This is an optimization exercise on Yosys and OpenROAD, whose aim is small area, a short achievable clock period and few clock cycles, not a production implementation. Function was checked by simulation only, so behaviour that the tests miss may differ from the original. Power figures rest on the tool's default switching activity, not on a simulated workload.

## rev 12
## hashed_key_cache_with_hot_entry
module hashed_key_cache_with_hot_entry
#(
  parameter int POOL_ENTRIES = hkc_pkg::DEF_POOL_ENTRIES
) (
  input  logic      clk,
  input  logic      rst_n,
  input  logic      start,
  input  hkc_pkg::in_item_t  in_item,
  output logic      busy,
  output logic      out_valid,
  output hkc_pkg::out_item_t out_item
);
==> module hkc_ctrl, before the edit <==
module hkc_ctrl
#(
  parameter int POOL_ENTRIES = hkc_pkg::DEF_POOL_ENTRIES
) (
  input  logic                      clk,
  input  logic                      rst_n,
  input  logic                      start,
  input  logic                      op,
  input  logic                      found,
  input  logic                      hot_hit,
  input  logic [hkc_pkg::VAL_W-1:0] found_val,
  input  logic                      pend_block,
  output logic                      s3_ins,
  output logic                      in_ins,
  output logic                      req_v,
  output logic                      is_insert,
  output logic                      full,
  output logic                      busy,
  output logic                      out_valid,
  output hkc_pkg::out_item_t        out_item
);
  localparam int CNT_W = $clog2(POOL_ENTRIES + 1);
  logic               busy_r;
  logic               s3_v_r;
  logic               s3_op_r;
  logic [CNT_W-1:0]   used_r;
  logic               out_valid_r;
  hkc_pkg::out_item_t out_r;
  assign s3_ins = s3_v_r && (s3_op_r == hkc_pkg::OP_INSERT);
  assign in_ins = start && !busy_r && (op == hkc_pkg::OP_INSERT);
  always_ff @(posedge clk) begin
    busy_r  <= rst_n & !full & pend_block;
    s3_v_r  <= rst_n & start & !busy_r;
    s3_op_r <= op;
  end
  assign req_v     = s3_v_r;
  assign is_insert = (s3_op_r == hkc_pkg::OP_INSERT);
  assign full      = (used_r == CNT_W'(POOL_ENTRIES));
  always_ff @(posedge clk) begin
    if (!rst_n) begin
      used_r <= '0;
    end else if (s3_v_r && is_insert && !full) begin
      used_r <= used_r + 1'b1;
    end
  end
  always_ff @(posedge clk) begin
    out_valid_r <= rst_n & s3_v_r;
    if (is_insert) begin
      out_r.status      <= full ? hkc_pkg::ST_FULL : hkc_pkg::ST_INSERTED;
      out_r.found_value <= '0;
      out_r.from_hot    <= 1'b0;
    end else begin
      out_r.status      <= found ? hkc_pkg::ST_FOUND : hkc_pkg::ST_NOT_FOUND;
      out_r.found_value <= found_val;
      out_r.from_hot    <= hot_hit;
    end
  end
  assign busy      = busy_r;
  assign out_valid = out_valid_r;
  assign out_item  = out_r;
endmodule
export LEC_CHECK = 0
export CAP_MARGIN = 20
export CORE_MARGIN = 2
export CORE_UTILIZATION = 40
export CTS_CLUSTER_DIAMETER = 100
export CTS_CLUSTER_SIZE = 25
export SLEW_MARGIN = 20
create_clock -name core_clock -period 8.0 [get_ports {clk}]
standard.sh (not shown) runs the stock make flow with config.mk's settings and CLKGATE_MAP_FILE= SYNTH_SCRIPT=/design/flow/synth_recipe.tcl, a recipe that flattens the netlist after the stock synthesis.
==> flow/flow/run.sh <==
#!/bin/bash
set -euo pipefail
bash standard.sh finish SETUP_SLACK_MARGIN=5.6 > make_finish.log 2>&1
Testbench counts of rev 12, summed over its fixed seeds: cycles 18,563.
Changes in rev 13 relative to rev 12:
-- flow/design.v --
<<< rev 12, line 55
  logic               out_valid_r;
  hkc_pkg::out_item_t out_r;
  assign s3_ins = s3_v_r && (s3_op_r == hkc_pkg::OP_INSERT);
  assign in_ins = start && !busy_r && (op == hkc_pkg::OP_INSERT);
>>> rev 13, line 55
  logic               out_valid_r;
  hkc_pkg::out_item_t out_r;
  logic               out_valid_q;
  hkc_pkg::out_item_t out_q;
  assign s3_ins = s3_v_r && (s3_op_r == hkc_pkg::OP_INSERT);
  assign in_ins = start && !busy_r && (op == hkc_pkg::OP_INSERT);
<<< rev 12, line 84
    end
  end
  assign busy      = busy_r;
  assign out_valid = out_valid_r;
  assign out_item  = out_r;
endmodule
`default_nettype wire
>>> rev 13, line 86
    end
  end
  always_ff @(posedge clk) begin
    out_valid_q <= rst_n & out_valid_r;
    out_q       <= out_r;
  end
  assign busy      = busy_r;
  assign out_valid = out_valid_q;
  assign out_item  = out_q;
endmodule
`default_nettype wire
Findings:
- Area added between synthesis and finish was higher in the run labelled rev 13.
- Against rev 12, rev 13 reports a number of buffers inserted during clock tree synthesis that is lower.
- Looking at rev 13 and rev 12, the wire length is a wash.
- Cmp rev 13 vs rev 12: worst hold slack lower in rev 13
- Going from rev 12 to rev 13, total non-filler cell area in the finished layout saw an increase, number of nets in the layout saw an increase, width of the chip saw little to no change.
- Status: portion of the post-synthesis area used by sequential elements parity (rev 12, rev 13)
- The lower fraction of the cycle the final worst path needs of rev 13 and rev 12 is in rev 12.
- Compared to rev 12, rev 13 has die area 960 µm² higher.
- Delta (rev 13 minus rev 12): total via count after detailed routing did not really move, total power went down.
Testbench counts of rev 13, summed over its fixed seeds: cycles 18,595.

Another version of the RTL of hashed_key_cache_with_hot_entry (not shown whole).
For scale: roughly 73 I/O pins.
// hashed_key_cache_with_hot_entry
module hashed_key_cache_with_hot_entry
#(
  parameter int POOL_ENTRIES = hkc_pkg::DEF_POOL_ENTRIES
) (
  input  logic      clk,
  input  logic      rst_n,
  input  logic      start,
  input  hkc_pkg::in_item_t  in_item,
  output logic      busy,
  output logic      out_valid,
  output hkc_pkg::out_item_t out_item
);
  logic                      req_v;
  logic                      is_insert;
  logic                      found;
  logic                      hot_hit;
  logic                      full;
  logic                      pend_block;
  logic                      s3_ins;
  logic                      in_ins;
  logic [hkc_pkg::VAL_W-1:0] found_val;
  hkc_ctrl #(
    .POOL_ENTRIES (POOL_ENTRIES)
  ) u_ctrl (
    .clk       (clk),
    .rst_n     (rst_n),
    .start     (start),
    .op        (in_item.op),
    .found     (found),
    .hot_hit   (hot_hit),
    .found_val (found_val),
    .req_v     (req_v),
    .is_insert (is_insert),
    .full      (full),
    .pend_block (pend_block),
    .s3_ins    (s3_ins),
    .in_ins    (in_ins),
    .busy      (busy),
    .out_valid (out_valid),
    .out_item  (out_item)
  );
  hkc_dpath #(
    .POOL_ENTRIES (POOL_ENTRIES)
  ) u_dpath (
    .clk       (clk),
    .rst_n     (rst_n),
    .key_in    (in_item.key),
    .value_in  (in_item.value),
    .req_v     (req_v),
    .is_insert (is_insert),
    .full      (full),
    .found     (found),
    .hot_hit   (hot_hit),
    .found_val (found_val),
    .s3_ins    (s3_ins),
    .in_ins    (in_ins),
    .pend_block (pend_block)
  );
endmodule
==> module hkc_dpath, before the edit <==
module hkc_dpath
#(
  parameter int POOL_ENTRIES = hkc_pkg::DEF_POOL_ENTRIES,
  parameter int NUM_WR       = 4
) (
  input  logic                      clk,
  input  logic                      rst_n,
  input  logic [hkc_pkg::KEY_W-1:0] key_in,
  input  logic [hkc_pkg::VAL_W-1:0] value_in,
  input  logic                      req_v,
  input  logic                      is_insert,
  input  logic                      full,
  output logic                      found,
  output logic                      hot_hit,
  output logic [hkc_pkg::VAL_W-1:0] found_val,
  input  logic                      s3_ins,
  input  logic                      in_ins,
  output logic                      pend_block
);
  localparam int SPACING = POOL_ENTRIES / NUM_WR;
  logic [hkc_pkg::KEY_W-1:0] s3_key_r;
  logic [hkc_pkg::VAL_W-1:0] s3_val_r;
  logic [POOL_ENTRIES-1:0]   s3_match_r;
  logic                      s3_hot_eq_r;
  logic                      s3_prev_eq_r;
  logic                      prev_new_r;
  logic                      prev_hot_r;
  logic [hkc_pkg::VAL_W-1:0] prev_val_r;
  logic [hkc_pkg::KEY_W-1:0] key_mem [POOL_ENTRIES];
  logic [hkc_pkg::VAL_W-1:0] val_mem [POOL_ENTRIES];
  logic [POOL_ENTRIES-1:0]   valid_r;
  logic [POOL_ENTRIES-1:0]   match;
  logic [NUM_WR-1:0]         wr_first;
  logic [2:0]                free_at;
  logic [hkc_pkg::KEY_W-1:0] wr_key;
  logic [hkc_pkg::VAL_W-1:0] wr_val;
  logic                      wr_valid;
  logic                      pend_v_r;
  logic [hkc_pkg::KEY_W-1:0] pend_key_r;
  logic [hkc_pkg::VAL_W-1:0] pend_val_r;
  logic                      s3_pend_eq_r;
  logic [hkc_pkg::VAL_W-1:0] s3_pend_val_r;
  logic                      hot_valid_r;
  logic [hkc_pkg::KEY_W-1:0] hot_key_r;
  logic                      new_ins;
  logic                      hot_upd;
  logic                      pool_found;
  logic [hkc_pkg::VAL_W-1:0] pool_val;
  always_comb begin
    for (int i = 0; i < POOL_ENTRIES; i++) begin
      match[i] = valid_r[i] && (key_mem[i] == key_in);
    end
  end
  always_ff @(posedge clk) begin
    s3_key_r     <= key_in;
    s3_val_r     <= value_in;
    s3_match_r   <= match;
    s3_hot_eq_r  <= hot_valid_r && (hot_key_r == key_in);
    s3_prev_eq_r <= (s3_key_r == key_in);
    s3_pend_eq_r <= pend_v_r && (pend_key_r == key_in);
    s3_pend_val_r <= pend_val_r;
  end
  always_comb begin
    pool_val = '0;
    for (int i = 0; i < POOL_ENTRIES; i++) begin
      pool_val = pool_val |
                 ({hkc_pkg::VAL_W{s3_match_r[(i + POOL_ENTRIES - 1) % POOL_ENTRIES]}} & val_mem[i]);
    end
    pool_found = |s3_match_r;
  end
  assign found     = pool_found || s3_pend_eq_r || (prev_new_r && s3_prev_eq_r);
  assign found_val = pool_val |
                     ({hkc_pkg::VAL_W{s3_pend_eq_r}} & s3_pend_val_r) |
                     ({hkc_pkg::VAL_W{prev_new_r && s3_prev_eq_r}} & prev_val_r);
  assign hot_hit   = prev_hot_r ? s3_prev_eq_r : s3_hot_eq_r;
  assign new_ins = req_v && is_insert && !full && !found;
  assign hot_upd = req_v && !is_insert && found;
  always_comb begin
    logic taken;
    taken   = 1'b0;
    free_at = '0;
    for (int j = 0; j < NUM_WR; j++) begin
      wr_first[j] = !valid_r[(j * SPACING + POOL_ENTRIES - 1) % POOL_ENTRIES] && !taken;
      taken       = taken || wr_first[j];
      for (int k = 0; k < 3; k++) begin
        if (!valid_r[(j * SPACING + POOL_ENTRIES - 1 - k) % POOL_ENTRIES]) free_at[k] = 1'b1;
      end
    end
  end
  assign wr_key   = pend_v_r ? pend_key_r : s3_key_r;
  assign wr_val   = pend_v_r ? pend_val_r : s3_val_r;
  assign wr_valid = pend_v_r || new_ins;
  function automatic logic pend_next(logic pv, logic free, logic ins);
    pend_next = (pv && !free) || (ins && (pv || !free));
  endfunction
  always_comb begin
    logic pv1, pv2;
    pv1        = pend_next(pend_v_r, free_at[0], s3_ins);
    pv2        = pend_next(pv1, free_at[1], in_ins);
    pend_block = pv2 && !free_at[2];
  end
  always_ff @(posedge clk) begin
    if (!rst_n) begin
      pend_v_r <= 1'b0;
    end else begin
      pend_v_r <= pend_next(pend_v_r, free_at[0], new_ins);
    end
    if (!(pend_v_r && !free_at[0])) begin
      pend_key_r <= s3_key_r;
      pend_val_r <= s3_val_r;
    end
  end
  always_ff @(posedge clk) begin
    for (int i = 0; i < POOL_ENTRIES; i++) begin
      if (i % SPACING == 0 && wr_first[i / SPACING]) begin
        key_mem[i] <= wr_key;
        val_mem[i] <= wr_val;
      end else begin
        key_mem[i] <= key_mem[(i + POOL_ENTRIES - 1) % POOL_ENTRIES];
        val_mem[i] <= val_mem[(i + POOL_ENTRIES - 1) % POOL_ENTRIES];
      end
    end
  end
  always_ff @(posedge clk) begin
    for (int i = 0; i < POOL_ENTRIES; i++) begin
      if (!rst_n) begin
        valid_r[i] <= 1'b0;
      end else if (i % SPACING == 0 && wr_first[i / SPACING]) begin
        valid_r[i] <= wr_valid;
      end else begin
        valid_r[i] <= valid_r[(i + POOL_ENTRIES - 1) % POOL_ENTRIES];
      end
    end
  end
  always_ff @(posedge clk) begin
    if (!rst_n) begin
      hot_valid_r <= 1'b0;
      prev_new_r  <= 1'b0;
      prev_hot_r  <= 1'b0;
    end else begin
      if (hot_upd) begin
        hot_valid_r <= 1'b1;
      end
      prev_new_r <= new_ins;
      prev_hot_r <= hot_upd;
    end
  end
  always_ff @(posedge clk) begin
    prev_val_r <= s3_val_r;
    if (hot_upd) begin
      hot_key_r <= s3_key_r;
    end
  end
endmodule
make LEC_CHECK=0 CAP_MARGIN=20 CORE_MARGIN=2 CORE_UTILIZATION=40 CTS_CLUSTER_DIAMETER=100 CTS_CLUSTER_SIZE=25 SETUP_SLACK_MARGIN=5 SLEW_MARGIN=20 finish   # period 8.0 ns
run.sh (not shown) runs the stock make flow with config.mk's settings and CLKGATE_MAP_FILE= SYNTH_SCRIPT=/design/flow/synth_recipe.tcl, a recipe that flattens the netlist after the stock synthesis.
Stock flow here: none of the scripts above is used.
The baseline finished with timing, DRC and antenna clean.
Testbench counts at the start, summed over its fixed seeds: cycles 18,563.
Then changed:
--- a/flow/design.v
+++ b/flow/design.v
@@ -112,5 +112,7 @@
   logic [hkc_pkg::KEY_W-1:0] s3_key_r;
   logic [hkc_pkg::VAL_W-1:0] s3_val_r;
-  logic [POOL_ENTRIES-1:0]   s3_match_r;
+  logic [POOL_ENTRIES-1:0]   s3_eq_r;
+  logic [POOL_ENTRIES-1:0]   s3_match;
+  logic [NUM_WR-1:0]         wrote_r;
   logic                      s3_hot_eq_r;
   logic                      s3_prev_eq_r;
@@ -140,5 +142,5 @@
   always_comb begin
     for (int i = 0; i < POOL_ENTRIES; i++) begin
-      match[i] = valid_r[i] && (key_mem[i] == key_in);
+      match[i] = (key_mem[i] == key_in);
     end
   end
@@ -146,5 +148,5 @@
     s3_key_r     <= key_in;
     s3_val_r     <= value_in;
-    s3_match_r   <= match;
+    s3_eq_r      <= match;
     s3_hot_eq_r  <= hot_valid_r && (hot_key_r == key_in);
     s3_prev_eq_r <= (s3_key_r == key_in);
@@ -155,8 +157,10 @@
     pool_val = '0;
     for (int i = 0; i < POOL_ENTRIES; i++) begin
+      s3_match[i] = s3_eq_r[i] && valid_r[(i + 1) % POOL_ENTRIES] &&
+                    !((i + 1) % SPACING == 0 && wrote_r[((i + 1) % POOL_ENTRIES) / SPACING]);
       pool_val = pool_val |
-                 ({hkc_pkg::VAL_W{s3_match_r[(i + POOL_ENTRIES - 1) % POOL_ENTRIES]}} & val_mem[i]);
+                 ({hkc_pkg::VAL_W{s3_match[(i + POOL_ENTRIES - 1) % POOL_ENTRIES]}} & val_mem[i]);
     end
-    pool_found = |s3_match_r;
+    pool_found = |s3_match;
   end
   assign found     = pool_found || s3_pend_eq_r || (prev_new_r && s3_prev_eq_r);
@@ -192,4 +196,7 @@
   end
   always_ff @(posedge clk) begin
+    wrote_r <= wr_first;
+  end
+  always_ff @(posedge clk) begin
     if (!rst_n) begin
       pend_v_r <= 1'b0;
Clock skew fell by 24 ps.
Clock power fell slightly.
Global-route usage fell by 2.2 points.
Power fell slightly.
Routed wire length fell by a little under a tenth.
Clock-buffer cell count rose by 1.
Final area fell slightly.
Worst setup slack is worse by 100 ps.
Testbench counts after the change, summed over its fixed seeds: cycles 18,563.

separate check: timing with driven ports:
The results above use ideal ports. As a check the final layouts listed here were re-extracted and re-timed, cells and wires unchanged. Step 1: set_driving_cell puts a clkbuf_16 on clk and a buf_2 on each other input, an assumption about the parent block. Step 2 times the ports against the registers' clock, not the clock port: input delays grow and output delays shrink by t, the midpoint of the rising clock arrivals with the driver on. Three values: ideal ports, drivers, drivers and shift; two values: the first two.
run | t (ns) | setup WS [ns] | clock arrival spread, ns
rev 12 | 0.943 | 5.033 / 4.934 / 4.482 | 0.051 / 0.051
rev 13 | 0.941 | 5.014 / 4.912 / 4.520 | 0.046 / 0.046
the first run of note 2 | 0.949 | 4.955 / 4.920 / 4.044 | 0.069 / 0.069
the second run of note 2 | 0.931 | 4.853 / 4.853 / 4.097 | 0.045 / 0.045
After both steps setup and hold are still met in every run listed. For the first run of note 2, which loses most, drivers alone change the setup slack by -0.035 ns; drivers and shift together by -0.911 ns.
